What follows belongs to an exercise in optimizing a design on an open flow for small area, a short achievable clock period and few clock cycles per item; a production flow would make more cautious choices. The RTL was checked by simulation tests, not by an equivalence proof against the original design. No activity file was given, so power comes from the tool's default toggle rates.

==> wip/juniper: inputs <==
## cnn_classifier
module cnn_classifier (
    input  logic                    i_clk,
    input  logic                    i_rst,
    input  logic                    i_start,
    input  logic                    i_load_valid,
    input  logic                    i_load_sel,
    input  logic [6-1:0]  i_load_addr,
    input  logic [8-1:0]  i_load_data,
    output logic                    o_busy,
    output logic                    o_done,
    output logic                    o_decision,
    output logic [8-1:0] o_history
);
Settings: LEC_CHECK=0, CAP_MARGIN=20, CORE_MARGIN=2, CORE_UTILIZATION=40, CTS_CLUSTER_DIAMETER=80, CTS_CLUSTER_SIZE=30, SETUP_SLACK_MARGIN=5, SLEW_MARGIN=20, SYNTH_HIERARCHICAL=1; clock period 8.0 ns.
run.sh (not shown) runs the stock make flow with config.mk's settings and CLKGATE_MAP_FILE= SYNTH_SCRIPT=/design/flow/synth_recipe.tcl, a recipe that flattens the netlist after the stock synthesis.
==> wip/zinc: changes against wip/juniper <==
CTS_CLUSTER_DIAMETER = default   (was 80)
CTS_CLUSTER_SIZE = default   (was 30)
==> wip/sierra: changes against wip/juniper <==
--- a/flow/design.v
+++ b/flow/design.v
@@ -144,28 +144,26 @@
     assign kx1 = kw[1];
     assign kx2 = kw[2];
     assign kx3 = kw[3];
     assign kx4 = kw[4];
     assign kx5 = kw[5];
     assign kx6 = kw[6];
     assign kx7 = kw[7];
     assign kx8 = kw[8];
-    logic [9:0] ld_data3;
-    assign ld_data3 = {ld_data[7], ld_data, 1'b0} + {{2{ld_data[7]}}, ld_data};
     always_ff @(posedge i_clk) begin
-        if (ld_wgt && (ld_addr == 6'd0)) k3_0 <= ld_data3;
-        if (ld_wgt && (ld_addr == 6'd1)) k3_1 <= ld_data3;
-        if (ld_wgt && (ld_addr == 6'd2)) k3_2 <= ld_data3;
-        if (ld_wgt && (ld_addr == 6'd3)) k3_3 <= ld_data3;
-        if (ld_wgt && (ld_addr == 6'd4)) k3_4 <= ld_data3;
-        if (ld_wgt && (ld_addr == 6'd5)) k3_5 <= ld_data3;
-        if (ld_wgt && (ld_addr == 6'd6)) k3_6 <= ld_data3;
-        if (ld_wgt && (ld_addr == 6'd7)) k3_7 <= ld_data3;
-        if (ld_wgt && (ld_addr == 6'd8)) k3_8 <= ld_data3;
+        k3_0 <= {kx0[7], kx0, 1'b0} + {{2{kx0[7]}}, kx0};
+        k3_1 <= {kx1[7], kx1, 1'b0} + {{2{kx1[7]}}, kx1};
+        k3_2 <= {kx2[7], kx2, 1'b0} + {{2{kx2[7]}}, kx2};
+        k3_3 <= {kx3[7], kx3, 1'b0} + {{2{kx3[7]}}, kx3};
+        k3_4 <= {kx4[7], kx4, 1'b0} + {{2{kx4[7]}}, kx4};
+        k3_5 <= {kx5[7], kx5, 1'b0} + {{2{kx5[7]}}, kx5};
+        k3_6 <= {kx6[7], kx6, 1'b0} + {{2{kx6[7]}}, kx6};
+        k3_7 <= {kx7[7], kx7, 1'b0} + {{2{kx7[7]}}, kx7};
+        k3_8 <= {kx8[7], kx8, 1'b0} + {{2{kx8[7]}}, kx8};
     end
     logic [19:0] acc_s, acc_c, acc_in_s, acc_in_c;
     logic [11:0] fsel_c;
     logic [7:0]  dwt_c;
     logic [9:0]  dwt3_c;
     logic        wc;
     logic l0_1;
     logic l0_2;
@@ -1632,29 +1630,22 @@
     logic [19:0] wsum_x;
     assign wsum_x = ~(wsum_s + wsum_c);
     logic [7:0] feat_b;
     always_comb begin
         if (wsum_x[19:12] > 8'd160) feat_b = 8'hff;
         else if (wsum_x[19:12] == 8'd160 && wsum_x[11:0] != 12'd0) feat_b = wsum_x[11:4];
         else feat_b = '0;
     end
-    logic [5:0] row_oh, col_oh;
-    always_ff @(posedge i_clk) begin
-        for (int r = 0; r < 6; r++) begin
-            row_oh[r] <= !i_rst && (head_n_nx[5:3] == 3'(r + 2));
-            col_oh[r] <= !i_rst && (head_n_nx[2:0] == 3'(r + 2));
-        end
-    end
     logic [7:0] dsel_a;
     always_comb begin
         dsel_a = '0;
         for (int r = 0; r < 6; r++)
             for (int c = 0; c < 6; c++)
-                dsel_a = dsel_a | ({8{row_oh[r] && col_oh[c]}} & dw[r * 6 + c]);
+                if (head_n[5:3] == 3'(r + 2) && head_n[2:0] == 3'(c + 2)) dsel_a = dw[r * 6 + c];
     end
     assign acc_in_s = fc ? 20'd530432 : acc_s;
     assign acc_in_c = fc ? 20'd0 : acc_c;
     always_ff @(posedge i_clk) begin
         if (i_rst) begin
             vb <= 1'b0;
             vc <= 1'b0;
         end else begin
@@ -1696,17 +1687,11 @@
     end
     logic busy_o, done_o;
     always_ff @(posedge i_clk) begin
         busy_o <= busy_nx;
         done_o <= !i_rst && !done_r && fin;
     end
     assign o_busy     = busy_o;
     assign o_done     = done_o;
-    logic [7:0] hist_o;
-    always_ff @(posedge i_clk) begin
-        if (i_rst) hist_o <= '0;
-        else if (!done_r && fin) hist_o <= {hist_r[6:0], (acc > 0)};
-        else hist_o <= hist_r;
-    end
-    assign o_decision = hist_o[0];
-    assign o_history  = hist_o;
+    assign o_decision = dec_r;
+    assign o_history  = hist_r;
 endmodule
CTS_CLUSTER_DIAMETER = default   (was 80)
CTS_CLUSTER_SIZE = default   (was 30)
==> comparison table <==
	wip/juniper	wip/sierra	wip/zinc
Status	complete, no violations	complete, no violations	complete, no violations
N_diodes	1	2	0
Die area	162000 sq um	169000 sq um	162000 sq um
Clock sink count	1458	1455	1458
Destination of the critical timing path	fsel_c[5]	dsel_b[4]	fsel_c[2]
Distinct cell type count after synthesis	78	84	78
Least-Margin Pin Slew	1.19 ns	1.11 ns	1.19 ns
Synthesis-to-finish area growth	8.43%	11.7%	12.7%
Met3 GRT Util	0.0253	0.0339	0.0337
Source-to-sink clock delay at the later pin of the worst-skew pair	0.73 ns	0.82 ns	0.81 ns
Worst slack on hold paths	0.342 ns	0.332 ns	0.338 ns
Clock network contribution to total cell area	0.0373	0.0700	0.0742
Adder-cell share of the synthesized area	0.148	0.155	0.148
First-pass DRT Iterations	15	13	14
Part of the total power dissipated in sequential elements	0.490	0.441	0.432
Peak supply drop	0.172 mV	0.226 mV	0.241 mV
Critical Path Fanout Max	4	48	4
Net count reported at finish	4797	5478	4874
RePlAce Congestion	0.837	0.899	0.837
Global-route wire length before repair	235000 microns	257000 microns	239000 microns
Parity-gate share of the synthesized area counting xor and xnor cells	0.00844	0.0123	0.00844
HPWL after detailed placement	100000 microns	110000 microns	100000 microns
Inserted tap cell count	2072	2189	2072
Testbench counts of wip/juniper, summed over its fixed seeds: cycles 6,984, items 96.
Testbench counts of wip/zinc, summed over its fixed seeds: cycles 6,984, items 96.
Testbench counts of wip/sierra, summed over its fixed seeds: cycles 6,984, items 96.

## afterwards: timing with drivers on the ports
No port has a modelled driver above. Below, the same layouts with a new extraction and two added sets of constraints.
Step 1, drivers: a clkbuf_16 drives i_clk and a buf_2 each remaining input, both assumed.
Step 2 times the ports against the registers' clock, not the clock port: input delays grow and output delays shrink by t, the midpoint of the rising clock arrivals with the driver on.
Slacks: ideal ports / drivers / drivers and shift; pairs: ideal ports / drivers.
| run | t (ns) | setup WS [ns] | pins driven straight from the clock port |
|---|---|---|---|
| wip/juniper | 0.779 | 4.938 / 4.938 / 4.516 | 1 |
| wip/zinc | 0.868 | 4.899 / 4.899 / 4.493 | 1 |
| wip/sierra | 0.867 | 4.989 / 4.981 / 4.259 | 1 |
After both steps every run listed still meets setup and hold. For wip/sierra, which loses most, drivers alone change the setup slack by -0.008 ns; drivers and shift together by -0.730 ns.
